What follows belongs to an exercise in optimizing a design on an open flow for small area, a short achievable clock period and few clock cycles per item; a production flow would make more cautious choices. Function was checked by simulation only, so behaviour that the tests miss may differ from the original. No activity file was given, so power comes from the tool's default toggle rates.

==> 12-23 <==
==> flow/design.v (excerpt) <==
module sliding_window_arq_control (
	input  logic        clk,
	input  logic        arst_n,
	input  logic        s_tvalid,
	output logic        s_tready,
	input  logic [47:0] s_tdata,    
	input  logic [1:0]  s_tuser,    
	output logic        m_tvalid,
	input  logic        m_tready,
	output logic [79:0] m_tdata,    
	output logic [2:0]  m_tuser,    
	output logic        m_tlast,
	input  logic        cfg_valid,
	output logic        cfg_ready,
	input  logic [1:0]  cfg_index,
	input  logic [30:0] cfg_data
);
	logic [2:0]  size_m1_q;         
	logic [15:0] tick_q;
	logic [30:0] timeout_q;
	logic [2:0]  tail_q;
	logic [2:0]  ptr_q;             
	logic [7:0]  occ_q;             
	logic [31:0] send_seq_q, expect_q, mark_q;
	logic [30:0] countdown_q;
	logic        ended_q;
	logic        in_v_q, in2_v_q;
	logic        in_data_q, in_end_q, in_recv_q, in_tick_q;
	logic        in_ack_q, in_hdr_q, in_zero_q, in_word_q;
	logic [31:0] opd_q;
	logic [7:0]  in2_flags_q;
	logic [31:0] in2_opd_q;
	logic        sec_v_q, sec_close_q;
	logic [9:0]  sec_len_q;
	logic        walk_v_q;
	logic [7:0]  walk_q;
	logic        out_v_q;
	logic [80:0] out_q;             
	logic [31:0] c_seq [8];
	logic [31:0] c_ack [8];
	logic [9:0]  c_len [8];
	logic [7:0]  hit, wr_en, ack_en;
	function automatic [2:0] last_slot(input [3:0] w);
		if (w == 4'd0)   last_slot = 3'd0;
		else if (w[3])   last_slot = 3'd7;
		else             last_slot = w[2:0] - 3'd1;
	endfunction
	logic [2:0] tail_m1, tail_nx, ptr_nx, head;
	logic [7:0] size_mask, ge_tail, occ_rot;
	logic       empty, full;
	always_comb begin
		for (int i = 0; i < 8; i++) begin
			size_mask[i] = (3'(i) <= size_m1_q);
			ge_tail[i]   = (3'(i) >= tail_q);
		end
	end
	assign tail_m1 = (tail_q == 3'd0) ? size_m1_q : tail_q - 3'd1;
	assign tail_nx = (tail_q == size_m1_q) ? 3'd0 : tail_q + 3'd1;
	assign ptr_nx  = (ptr_q == size_m1_q) ? 3'd0 : ptr_q + 3'd1;
	assign empty   = (occ_q == 8'd0);
	assign full    = (occ_q == size_mask);
	assign occ_rot = (8'(occ_q >> tail_q)) | (8'(occ_q << (4'd8 - 4'(tail_q))));
	always_comb begin
		head = tail_q;
		for (int j = 7; j >= 0; j--) begin
			if (occ_rot[j]) head = tail_q + 3'(j);
		end
	end
	logic makes_word, room, fire;
  ...
export LEC_CHECK = 0
export ABC_CLOCK_PERIOD_IN_PS = 3500
export CAP_MARGIN = 20
export CORE_MARGIN = 2
export CORE_UTILIZATION = 40
export SLEW_MARGIN = 20
create_clock -name core_clock -period 10.0 [get_ports {clk}]
standard.sh (not shown) runs the stock make flow with config.mk's settings and CLKGATE_MAP_FILE= SYNTH_SCRIPT=/design/flow/synth_recipe.tcl, a recipe that flattens the netlist after the stock synthesis.
==> flow/flow/run.sh <==
#!/bin/bash
# Standard layout, with timing repair aimed below the clock period: repair
# works until setup slack reaches the margin, so it keeps shortening paths
# the 10 ns constraint alone would leave as they are.
set -euo pipefail
export SETUP_SLACK_MARGIN=6.5
bash standard.sh > make.log 2>&1
==> 07-05: changes against 12-23 <==
--- a/flow/design.v
+++ b/flow/design.v
@@ -89,16 +89,17 @@
 	logic [2:0]  size_m1_q;         
 	logic [15:0] tick_q;
 	logic [30:0] timeout_q;
 	logic [2:0]  tail_q;
 	logic [2:0]  ptr_q;             
 	logic [7:0]  occ_q;             
 	logic [31:0] send_seq_q, expect_q, mark_q;
 	logic [30:0] countdown_q;
+	logic        cd_zero_q;         
 	logic        ended_q;
 	logic        in_v_q, in2_v_q;
 	logic        in_data_q, in_end_q, in_recv_q, in_tick_q;
 	logic        in_ack_q, in_hdr_q, in_zero_q, in_word_q;
 	logic [31:0] opd_q;
 	logic [7:0]  in2_flags_q;
 	logic [31:0] in2_opd_q;
 	logic        sec_v_q, sec_close_q;
@@ -112,22 +113,21 @@
 	logic [9:0]  c_len [8];
 	logic [7:0]  hit, wr_en, ack_en;
 	function automatic [2:0] last_slot(input [3:0] w);
 		if (w == 4'd0)   last_slot = 3'd0;
 		else if (w[3])   last_slot = 3'd7;
 		else             last_slot = w[2:0] - 3'd1;
 	endfunction
 	logic [2:0] tail_m1, tail_nx, ptr_nx, head;
-	logic [7:0] size_mask, ge_tail, occ_rot;
+	logic [7:0] size_mask, occ_rot;
 	logic       empty, full;
 	always_comb begin
 		for (int i = 0; i < 8; i++) begin
 			size_mask[i] = (3'(i) <= size_m1_q);
-			ge_tail[i]   = (3'(i) >= tail_q);
 		end
 	end
 	assign tail_m1 = (tail_q == 3'd0) ? size_m1_q : tail_q - 3'd1;
 	assign tail_nx = (tail_q == size_m1_q) ? 3'd0 : tail_q + 3'd1;
 	assign ptr_nx  = (ptr_q == size_m1_q) ? 3'd0 : ptr_q + 3'd1;
 	assign empty   = (occ_q == 8'd0);
 	assign full    = (occ_q == size_mask);
 	assign occ_rot = (8'(occ_q >> tail_q)) | (8'(occ_q << (4'd8 - 4'(tail_q))));
@@ -142,37 +142,34 @@
 	assign fire = in_v_q && !walk_v_q && (!in_word_q || room && !sec_v_q);
 	assign s_tready = !in2_v_q;
 	assign makes_word = in_word_q && !(in_data_q && !full && in_zero_q);
 	logic [31:0] rd_seq, rd_ack;
 	logic [9:0]  rd_len;
 	assign rd_seq = c_seq[ptr_q];
 	assign rd_ack = c_ack[ptr_q];
 	assign rd_len = c_len[ptr_q];
-	logic [7:0] stop, st_a, st_b, pre_a, pre_b, popped;
-	logic       any_a;
-	assign stop  = occ_q & ~hit;
-	assign st_a  = stop & ge_tail;
-	assign st_b  = stop & ~ge_tail;
-	assign any_a = (st_a != 8'd0);
+	logic [7:0] span [8];
+	logic [7:0] kept;
 	always_comb begin
-		pre_a[0] = 1'b0;
-		pre_b[0] = 1'b0;
-		for (int i = 1; i < 8; i++) begin
-			pre_a[i] = pre_a[i-1] | st_a[i-1];
-			pre_b[i] = pre_b[i-1] | st_b[i-1];
-		end
 		for (int i = 0; i < 8; i++) begin
-			popped[i] = occ_q[i] && hit[i] && (ge_tail[i] ? !pre_a[i] : !any_a && !pre_b[i]);
+			for (int j = 0; j < 8; j++) begin
+				if (3'(i) >= tail_q) span[i][j] = (3'(j) >= tail_q) && (j <= i);
+				else                 span[i][j] = (3'(j) >= tail_q) || (j <= i);
+			end
+			kept[i] = occ_q[i] && ((occ_q & span[i] & ~hit) != 8'd0);
 		end
 	end
-	logic [31:0] cd_diff;
-	logic        cd_zero;
-	assign cd_diff = {1'b0, countdown_q} - {16'd0, tick_q};
-	assign cd_zero = cd_diff[31] || (cd_diff[30:0] == 31'd0);
+	logic [30:0] cd_diff;
+	logic        cd_le_tick, cd_le_2tick, to_le_tick, cd_zero;
+	assign cd_diff     = countdown_q - {15'd0, tick_q};
+	assign cd_le_tick  = (countdown_q <= {15'd0, tick_q});
+	assign cd_le_2tick = (countdown_q <= {14'd0, tick_q, 1'b0});
+	assign to_le_tick  = (timeout_q <= {15'd0, tick_q});
+	assign cd_zero     = cd_zero_q;
 	logic [9:0] in_len, pay_len, deliv_len;
 	assign in_len    = opd_q[9:0];
 	assign pay_len   = ((in_len > swac_pkg::PAYLOAD_MAX) ? swac_pkg::PAYLOAD_MAX : in_len)
 	                   + swac_pkg::HDR_END;
 	assign deliv_len = (in_len >= swac_pkg::HDR_END) ? in_len - swac_pkg::HDR_END : 10'd0;
 	logic [31:0] expect_p1;
 	assign expect_p1 = expect_q + 32'd1;
 	logic        push, walk_due, walk_end;
@@ -238,17 +235,17 @@
 				w_slot = ptr_q;
 				w_seq  = rd_seq;
 				w_ack  = expect_p1;
 				w_len  = rd_len;
 				w_last = 1'b0;
 			end
 		end
 	end
-	assign walk_start = fire && in_tick_q && cd_zero && !empty;
+	assign walk_start = in_v_q && !walk_v_q && in_tick_q && cd_zero && !empty;
 	for (genvar g = 0; g < 8; g++) begin : g_cell
 		assign wr_en[g]  = do_push_slot && (tail_q == 3'(g));
 		assign ack_en[g] = wr_en[g] || do_piggy && (ptr_q == 3'(g));
 		swac_cell u_cell (
 			.clk     (clk),
 			.wr_en   (wr_en[g]),
 			.ack_en  (ack_en[g]),
 			.wr_seq  (send_seq_q),
@@ -271,16 +268,17 @@
 			timeout_q   <= 31'd200;
 			tail_q      <= 3'd0;
 			ptr_q       <= 3'd7;
 			occ_q       <= 8'd0;
 			send_seq_q  <= 32'd1;
 			expect_q    <= 32'd1;
 			mark_q      <= 32'd0;
 			countdown_q <= 31'd200;
+			cd_zero_q   <= 1'b0;
 			ended_q     <= 1'b0;
 			in_v_q      <= 1'b0;
 			in2_v_q     <= 1'b0;
 			sec_v_q     <= 1'b0;
 			walk_v_q    <= 1'b0;
 		end else begin
 			if (fire || !in_v_q) begin
 				in_v_q  <= in2_v_q || take;
@@ -294,16 +292,17 @@
 			if (walk_step) begin
 				if (walk_end) begin
 					walk_v_q <= 1'b0;
 					ptr_q    <= tail_m1;
 				end else begin
 					ptr_q    <= ptr_nx;
 				end
 			end
+			cd_zero_q <= cd_le_tick;
 			if (fire) begin
 				if (in_data_q) begin
 					if (!full) begin
 						ended_q <= 1'b0;
 						if (!in_zero_q) begin
 							tail_q     <= tail_nx;
 							ptr_q      <= tail_q;
 							occ_q      <= occ_q | (8'd1 << tail_q);
@@ -314,34 +313,36 @@
 				if (in_end_q) begin
 					if (!full) begin
 						ended_q    <= 1'b1;
 						send_seq_q <= send_seq_q + 32'd1;
 					end
 				end
 				if (in_recv_q) begin
 					if (in_ack_q) begin
-						occ_q <= occ_q & ~popped;
+						occ_q <= kept;
 					end else if (!in_hdr_q) begin
 						expect_q <= expect_p1;
 					end
 					if (!in_ack_q && (!in_hdr_q || ended_q && empty)) begin
 						sec_v_q <= 1'b1;
 					end
 				end
 				if (in_tick_q) begin
 					if (cd_zero && !empty) begin
 						mark_q      <= rd_seq;
 						countdown_q <= timeout_q;
+						cd_zero_q   <= to_le_tick;
 						if ((occ_q & hit) != 8'd0) begin
 							walk_v_q <= 1'b1;
 							ptr_q    <= head;
 						end
 					end else begin
-						countdown_q <= cd_zero ? 31'd0 : cd_diff[30:0];
+						countdown_q <= cd_zero ? 31'd0 : cd_diff;
+						cd_zero_q   <= cd_zero || cd_le_2tick;
 					end
 				end
 			end
 			if (cfg_valid) begin
 				case (cfg_index)
 					swac_pkg::REG_WINDOW: begin
 						size_m1_q <= last_slot(cfg_data[3:0]);
 						tail_q    <= 3'd0;
==> flow/flow/run.sh (replaced) <==
#!/bin/bash
# Standard layout with two changes to how it is made:
# - timing repair aims below the clock period (repair works until setup
#   slack reaches the margin, so it keeps shortening paths the 10 ns
#   constraint alone would leave as they are);
# - the port buffers are plain buf_4 cells, not the delay cells the default
#   port buffering picks.
set -euo pipefail
export SETUP_SLACK_MARGIN=6.5
export BUFFER_PORTS_ARGS="-buffer_cell sky130_fd_sc_hd__buf_4"
bash standard.sh > make.log 2>&1
- CORE_UTILIZATION: 40 -> 60
- CTS_BUF_LIST: unset -> sky130_fd_sc_hd__clkbuf_8
- TNS_END_PERCENT: unset -> 5
==> 07-07: changes against 12-23 <==
--- a/flow/design.v
+++ b/flow/design.v
@@ -89,136 +89,134 @@
 	logic [2:0]  size_m1_q;         
 	logic [15:0] tick_q;
 	logic [30:0] timeout_q;
 	logic [2:0]  tail_q;
 	logic [2:0]  ptr_q;             
 	logic [7:0]  occ_q;             
 	logic [31:0] send_seq_q, expect_q, mark_q;
 	logic [30:0] countdown_q;
+	logic        cd_zero_q;         
 	logic        ended_q;
 	logic        in_v_q, in2_v_q;
 	logic        in_data_q, in_end_q, in_recv_q, in_tick_q;
 	logic        in_ack_q, in_hdr_q, in_zero_q, in_word_q;
 	logic [31:0] opd_q;
+	logic [9:0]  in_len_q;
 	logic [7:0]  in2_flags_q;
-	logic [31:0] in2_opd_q;
+	logic [31:0] in2_opd_q;         
 	logic        sec_v_q, sec_close_q;
 	logic [9:0]  sec_len_q;
-	logic        walk_v_q;
+	logic        walk_v_q, walk_pend_q;
 	logic [7:0]  walk_q;
 	logic        out_v_q;
 	logic [80:0] out_q;             
 	logic [31:0] c_seq [8];
 	logic [31:0] c_ack [8];
 	logic [9:0]  c_len [8];
 	logic [7:0]  hit, wr_en, ack_en;
 	function automatic [2:0] last_slot(input [3:0] w);
 		if (w == 4'd0)   last_slot = 3'd0;
 		else if (w[3])   last_slot = 3'd7;
 		else             last_slot = w[2:0] - 3'd1;
 	endfunction
 	logic [2:0] tail_m1, tail_nx, ptr_nx, head;
-	logic [7:0] size_mask, ge_tail, occ_rot;
+	logic [7:0] size_mask, occ_rot;
 	logic       empty, full;
 	always_comb begin
 		for (int i = 0; i < 8; i++) begin
 			size_mask[i] = (3'(i) <= size_m1_q);
-			ge_tail[i]   = (3'(i) >= tail_q);
 		end
 	end
 	assign tail_m1 = (tail_q == 3'd0) ? size_m1_q : tail_q - 3'd1;
 	assign tail_nx = (tail_q == size_m1_q) ? 3'd0 : tail_q + 3'd1;
 	assign ptr_nx  = (ptr_q == size_m1_q) ? 3'd0 : ptr_q + 3'd1;
 	assign empty   = (occ_q == 8'd0);
 	assign full    = (occ_q == size_mask);
 	assign occ_rot = (8'(occ_q >> tail_q)) | (8'(occ_q << (4'd8 - 4'(tail_q))));
 	always_comb begin
 		head = tail_q;
 		for (int j = 7; j >= 0; j--) begin
 			if (occ_rot[j]) head = tail_q + 3'(j);
 		end
 	end
 	logic makes_word, room, fire;
 	assign room = !out_v_q || m_tready;
-	assign fire = in_v_q && !walk_v_q && (!in_word_q || room && !sec_v_q);
+	logic blocked;
+	assign blocked = walk_v_q || walk_pend_q && (walk_q != 8'd0);
+	assign fire = in_v_q && !blocked && (!in_word_q || room && !sec_v_q);
 	assign s_tready = !in2_v_q;
 	assign makes_word = in_word_q && !(in_data_q && !full && in_zero_q);
 	logic [31:0] rd_seq, rd_ack;
 	logic [9:0]  rd_len;
 	assign rd_seq = c_seq[ptr_q];
 	assign rd_ack = c_ack[ptr_q];
 	assign rd_len = c_len[ptr_q];
-	logic [7:0] stop, st_a, st_b, pre_a, pre_b, popped;
-	logic       any_a;
-	assign stop  = occ_q & ~hit;
-	assign st_a  = stop & ge_tail;
-	assign st_b  = stop & ~ge_tail;
-	assign any_a = (st_a != 8'd0);
+	logic [7:0] span [8];
+	logic [7:0] kept;
 	always_comb begin
-		pre_a[0] = 1'b0;
-		pre_b[0] = 1'b0;
-		for (int i = 1; i < 8; i++) begin
-			pre_a[i] = pre_a[i-1] | st_a[i-1];
-			pre_b[i] = pre_b[i-1] | st_b[i-1];
-		end
 		for (int i = 0; i < 8; i++) begin
-			popped[i] = occ_q[i] && hit[i] && (ge_tail[i] ? !pre_a[i] : !any_a && !pre_b[i]);
+			for (int j = 0; j < 8; j++) begin
+				if (3'(i) >= tail_q) span[i][j] = (3'(j) >= tail_q) && (j <= i);
+				else                 span[i][j] = (3'(j) >= tail_q) || (j <= i);
+			end
+			kept[i] = occ_q[i] && ((occ_q & span[i] & ~hit) != 8'd0);
 		end
 	end
-	logic [31:0] cd_diff;
-	logic        cd_zero;
-	assign cd_diff = {1'b0, countdown_q} - {16'd0, tick_q};
-	assign cd_zero = cd_diff[31] || (cd_diff[30:0] == 31'd0);
+	logic [30:0] cd_diff;
+	logic        cd_le_tick, cd_le_2tick, to_le_tick, cd_zero;
+	assign cd_diff     = countdown_q - {15'd0, tick_q};
+	assign cd_le_tick  = (countdown_q <= {15'd0, tick_q});
+	assign cd_le_2tick = (countdown_q <= {14'd0, tick_q, 1'b0});
+	assign to_le_tick  = (timeout_q <= {15'd0, tick_q});
+	assign cd_zero     = cd_zero_q;
 	logic [9:0] in_len, pay_len, deliv_len;
-	assign in_len    = opd_q[9:0];
+	assign in_len    = in_len_q;
 	assign pay_len   = ((in_len > swac_pkg::PAYLOAD_MAX) ? swac_pkg::PAYLOAD_MAX : in_len)
 	                   + swac_pkg::HDR_END;
 	assign deliv_len = (in_len >= swac_pkg::HDR_END) ? in_len - swac_pkg::HDR_END : 10'd0;
 	logic [31:0] expect_p1;
 	assign expect_p1 = expect_q + 32'd1;
 	logic        push, walk_due, walk_end;
 	logic [7:0]  walk_rest;
 	logic [2:0]  w_act, w_slot;
 	logic [31:0] w_seq, w_ack;
 	logic [9:0]  w_len;
 	logic        w_last;
 	logic        do_push_slot, do_piggy, walk_start, walk_step;
+	logic        piggy_q;           
 	assign walk_due  = walk_q[ptr_q];
 	assign walk_rest = walk_q & ~(8'd1 << ptr_q);
 	assign walk_end  = (walk_rest == 8'd0);
 	assign walk_step = walk_v_q && !sec_v_q && (room || !walk_due);
 	always_comb begin
 		push   = 1'b0;
 		w_act  = swac_pkg::ACT_FULL;
 		w_slot = 3'd0;
 		w_seq  = 32'd0;
 		w_ack  = 32'd0;
 		w_len  = 10'd0;
 		w_last = 1'b1;
-		do_push_slot = 1'b0;
-		do_piggy     = 1'b0;
 		if (sec_v_q) begin
 			push  = room;
 			w_act = sec_close_q ? swac_pkg::ACT_CLOSE : swac_pkg::ACT_DELIV;
 			w_len = sec_len_q;
 		end else if (walk_v_q) begin
 			push   = room && walk_due;
 			w_act  = swac_pkg::ACT_RESEND;
 			w_slot = ptr_q;
 			w_seq  = rd_seq;
 			w_ack  = rd_ack;
 			w_len  = rd_len;
 			w_last = walk_end;
-		end else if (fire && makes_word) begin
-			push = 1'b1;
+		end else begin
+			push = fire && makes_word;
 			if ((in_data_q || in_end_q) && full) begin
 				w_act = swac_pkg::ACT_FULL;
 			end else if (in_data_q) begin
-				do_push_slot = 1'b1;
 				w_act  = swac_pkg::ACT_SEND;
 				w_slot = tail_q;
 				w_seq  = send_seq_q;
 				w_ack  = expect_q;
 				w_len  = pay_len;
 			end else if (in_end_q) begin
 				w_act = swac_pkg::ACT_END;
 				w_seq = send_seq_q;
@@ -228,36 +226,39 @@
 				w_act  = swac_pkg::ACT_DELIV;
 				w_last = !(ended_q && empty);
 			end else if (empty) begin
 				w_act  = swac_pkg::ACT_ACK;
 				w_ack  = expect_p1;
 				w_len  = swac_pkg::HDR_ACK;
 				w_last = 1'b0;
 			end else begin
-				do_piggy = 1'b1;
 				w_act  = swac_pkg::ACT_PIGGY;
 				w_slot = ptr_q;
 				w_seq  = rd_seq;
 				w_ack  = expect_p1;
 				w_len  = rd_len;
 				w_last = 1'b0;
 			end
 		end
 	end
-	assign walk_start = fire && in_tick_q && cd_zero && !empty;
+	logic fire_nw;
+	assign fire_nw      = in_v_q && !blocked;
+	assign walk_start   = fire_nw && in_tick_q && cd_zero && !empty;
+	assign do_push_slot = fire && in_data_q && !full && !in_zero_q;
+	assign do_piggy     = fire && in_recv_q && !in_ack_q && !in_hdr_q && !empty;
 	for (genvar g = 0; g < 8; g++) begin : g_cell
 		assign wr_en[g]  = do_push_slot && (tail_q == 3'(g));
-		assign ack_en[g] = wr_en[g] || do_piggy && (ptr_q == 3'(g));
+		assign ack_en[g] = wr_en[g] || piggy_q && (ptr_q == 3'(g));
 		swac_cell u_cell (
 			.clk     (clk),
 			.wr_en   (wr_en[g]),
 			.ack_en  (ack_en[g]),
 			.wr_seq  (send_seq_q),
-			.wr_ack  (do_piggy ? expect_p1 : expect_q),
+			.wr_ack  (expect_q),
 			.wr_len  (pay_len),
 			.cmp_x   (opd_q),
 			.le_mode (in_tick_q),
 			.seq     (c_seq[g]),
 			.ack     (c_ack[g]),
 			.len     (c_len[g]),
 			.hit     (hit[g])
 		);
@@ -271,22 +272,26 @@
 			timeout_q   <= 31'd200;
 			tail_q      <= 3'd0;
 			ptr_q       <= 3'd7;
 			occ_q       <= 8'd0;
 			send_seq_q  <= 32'd1;
 			expect_q    <= 32'd1;
 			mark_q      <= 32'd0;
 			countdown_q <= 31'd200;
+			cd_zero_q   <= 1'b0;
 			ended_q     <= 1'b0;
 			in_v_q      <= 1'b0;
 			in2_v_q     <= 1'b0;
+			piggy_q     <= 1'b0;
 			sec_v_q     <= 1'b0;
 			walk_v_q    <= 1'b0;
+			walk_pend_q <= 1'b0;
 		end else begin
+			piggy_q <= do_piggy;
 			if (fire || !in_v_q) begin
 				in_v_q  <= in2_v_q || take;
 				in2_v_q <= 1'b0;
 			end else if (take) begin
 				in2_v_q <= 1'b1;
 			end
 			if (sec_v_q && room) begin
 				sec_v_q <= 1'b0;
@@ -294,16 +299,24 @@
 			if (walk_step) begin
 				if (walk_end) begin
 					walk_v_q <= 1'b0;
 					ptr_q    <= tail_m1;
 				end else begin
 					ptr_q    <= ptr_nx;
 				end
 			end
+			cd_zero_q <= cd_le_tick;
+			if (walk_pend_q) begin
+				walk_pend_q <= 1'b0;
+				if (walk_q != 8'd0) begin
+					walk_v_q <= 1'b1;
+					ptr_q    <= head;
+				end
+			end
 			if (fire) begin
 				if (in_data_q) begin
 					if (!full) begin
 						ended_q <= 1'b0;
 						if (!in_zero_q) begin
 							tail_q     <= tail_nx;
 							ptr_q      <= tail_q;
 							occ_q      <= occ_q | (8'd1 << tail_q);
@@ -312,36 +325,38 @@
 					end
 				end
 				if (in_end_q) begin
 					if (!full) begin
 						ended_q    <= 1'b1;
 						send_seq_q <= send_seq_q + 32'd1;
 					end
 				end
-				if (in_recv_q) begin
-					if (in_ack_q) begin
-						occ_q <= occ_q & ~popped;
-					end else if (!in_hdr_q) begin
+				if (in_recv_q && !in_ack_q) begin
+					if (!in_hdr_q) begin
 						expect_q <= expect_p1;
 					end
-					if (!in_ack_q && (!in_hdr_q || ended_q && empty)) begin
+					if (!in_hdr_q || ended_q && empty) begin
 						sec_v_q <= 1'b1;
 					end
 				end
+			end
+			if (fire_nw) begin
+				if (in_recv_q && in_ack_q) begin
+					occ_q <= kept;
+				end
 				if (in_tick_q) begin
 					if (cd_zero && !empty) begin
 						mark_q      <= rd_seq;
 						countdown_q <= timeout_q;
-						if ((occ_q & hit) != 8'd0) begin
-							walk_v_q <= 1'b1;
-							ptr_q    <= head;
-						end
+						cd_zero_q   <= to_le_tick;
+						walk_pend_q <= 1'b1;
 					end else begin
-						countdown_q <= cd_zero ? 31'd0 : cd_diff[30:0];
+						countdown_q <= cd_zero ? 31'd0 : cd_diff;
+						cd_zero_q   <= cd_zero || cd_le_2tick;
 					end
 				end
 			end
 			if (cfg_valid) begin
 				case (cfg_index)
 					swac_pkg::REG_WINDOW: begin
 						size_m1_q <= last_slot(cfg_data[3:0]);
 						tail_q    <= 3'd0;
@@ -366,31 +381,32 @@
 		(s_len == 10'd0),
 		(s_len == swac_pkg::HDR_END),
 		(s_len == swac_pkg::HDR_ACK),
 		(s_tuser == swac_pkg::KIND_TICK),
 		(s_tuser == swac_pkg::KIND_RECV),
 		(s_tuser == swac_pkg::KIND_END),
 		(s_tuser == swac_pkg::KIND_DATA)
 	};
-	assign s_opd    = s_ack ? s_tdata[41:10] : {22'd0, s_len};
+	assign s_opd    = s_tdata[41:10];
 	assign nx_flags = in2_v_q ? in2_flags_q : s_flags;
 	assign nx_opd   = in2_v_q ? in2_opd_q : s_opd;
 	always_ff @(posedge clk) begin
 		if (fire || !in_v_q) begin
 			{in_word_q, in_zero_q, in_hdr_q, in_ack_q,
 			 in_tick_q, in_recv_q, in_end_q, in_data_q} <= nx_flags;
+			in_len_q <= in2_v_q ? in2_opd_q[9:0] : s_len;
 			if (nx_flags[3]) begin
 				opd_q <= walk_start ? rd_seq : mark_q;
 			end else begin
 				opd_q <= nx_opd;
 			end
 		end else if (take) begin
 			in2_flags_q <= s_flags;
-			in2_opd_q   <= s_opd;
+			in2_opd_q   <= s_ack ? s_opd : {22'd0, s_len};
 		end
 		if (fire && in_recv_q && !in_ack_q) begin
 			sec_close_q <= in_hdr_q;
 			sec_len_q   <= in_hdr_q ? 10'd0 : deliv_len;
 		end
 		if (walk_start) begin
 			walk_q <= occ_q & hit;
 		end else if (walk_step) begin
==> flow/flow/run.sh (replaced) <==
#!/bin/bash
# Standard layout with two changes to how it is made:
# - timing repair aims below the clock period (repair works until setup
#   slack reaches the margin, so it keeps shortening paths the 10 ns
#   constraint alone would leave as they are);
# - the port buffers are plain buf_4 cells, not the delay cells the default
#   port buffering picks.
set -euo pipefail
export SETUP_SLACK_MARGIN=6.5
export BUFFER_PORTS_ARGS="-buffer_cell sky130_fd_sc_hd__buf_4"
bash standard.sh > make.log 2>&1
- CORE_UTILIZATION: 40 -> 60
- CTS_BUF_LIST: unset -> sky130_fd_sc_hd__clkbuf_8
- CTS_CLUSTER_DIAMETER: unset -> 56
- CTS_CLUSTER_SIZE: unset -> 15
- TNS_END_PERCENT: unset -> 5
==> notes <==
- Against 07-07, the design area of 07-05 is larger by about 3.5%.
- Worst setup slack, lowest first: 12-23, 07-05, 07-07.
- Sequential share of layout area, lowest first: 12-23, 07-05, 07-07.
- Clock skew: 07-05 is lower than 12-23 (0.052 ns).
- Core utilization, lowest first: 12-23, 07-07, 07-05.
- Against 07-07, the global-route usage of 12-23 is lower by 10 points.
- Between 12-23 and 07-05, the lower non-clock buffer count is in 07-05 (gap 148).
==> figures <==
                                                                                 07-05                       12-23                      07-07
Status                                                         complete, no violations     complete, no violations    complete, no violations
Fraction of standard cell area that is sequential                                49.4%                       45.1%                      51.8%
Area share of xor/xnor cells in the synthesized design                           2.14%                       2.08%                      1.54%
Cell count along the critical path                                                  13                          15                         12
1st-iter DRT viols                                                                4234                        4899                       5227
Power share of the sequential group                                              34.9%                       31.6%                      36.7%
Number of multi-input logic gates                                                 2937                        2895                       2810
Root Buffer                                                  sky130_fd_sc_hd__clkbuf_8  sky130_fd_sc_hd__clkbuf_16  sky130_fd_sc_hd__clkbuf_8
Synthesized-area fraction occupied by and/or/nand/nor cells                      11.1%                       11.7%                      10.8%
Buffering overhead                                                               6.01%                       9.43%                      5.41%
WHS                                                                           0.482 ns                    0.470 ns                   0.475 ns
Synth Register Bits                                                                970                         969                        982
Die span in y                                                                   290 µm                      355 µm                     290 µm
Num rows                                                                           105                         128                        104
Pin slew with the least headroom to its limit                                  1.17 ns                     1.06 ns                    1.18 ns
Testbench counts of 12-23, summed over its fixed seeds: cycles 5,350, items 4,800.
Testbench counts of 07-05, summed over its fixed seeds: cycles 5,350, items 4,800.
Testbench counts of 07-07, summed over its fixed seeds: cycles 5,355, items 4,800.

[afterwards: timing with drivers on the ports]
The results above use ideal ports. As a check the final layouts listed here were re-extracted and re-timed, cells and wires unchanged. Step 1: set_driving_cell puts a clkbuf_16 on clk and a buf_2 on each other input, an assumption about the parent block. Step 2 times the ports against the registers' clock, not the clock port: input delays grow and output delays shrink by t, the midpoint of the rising clock arrivals with the driver on. Three values: no drivers, after step 1, after step 2; two values: the first two.
run	shift t [ns]	setup WS [ns]	hold WS [ns]	slew at the worst register clock pin (ns)	cell pins on the clock port's net
12-23	0.784	5.863 / 5.863 / 5.286	0.470 / 0.470 / 0.470	0.07 / 0.07	1
07-05	0.877	6.184 / 6.184 / 5.387	0.482 / 0.482 / 0.482	0.07 / 0.07	1
07-07	0.817	6.335 / 6.335 / 5.580	0.475 / 0.475 / 0.475	0.11 / 0.11	1
After both steps setup and hold are still met in every run listed. The setup slack of 07-05, which loses most, moves by 0.000 ns with the drivers and by -0.797 ns with both steps.
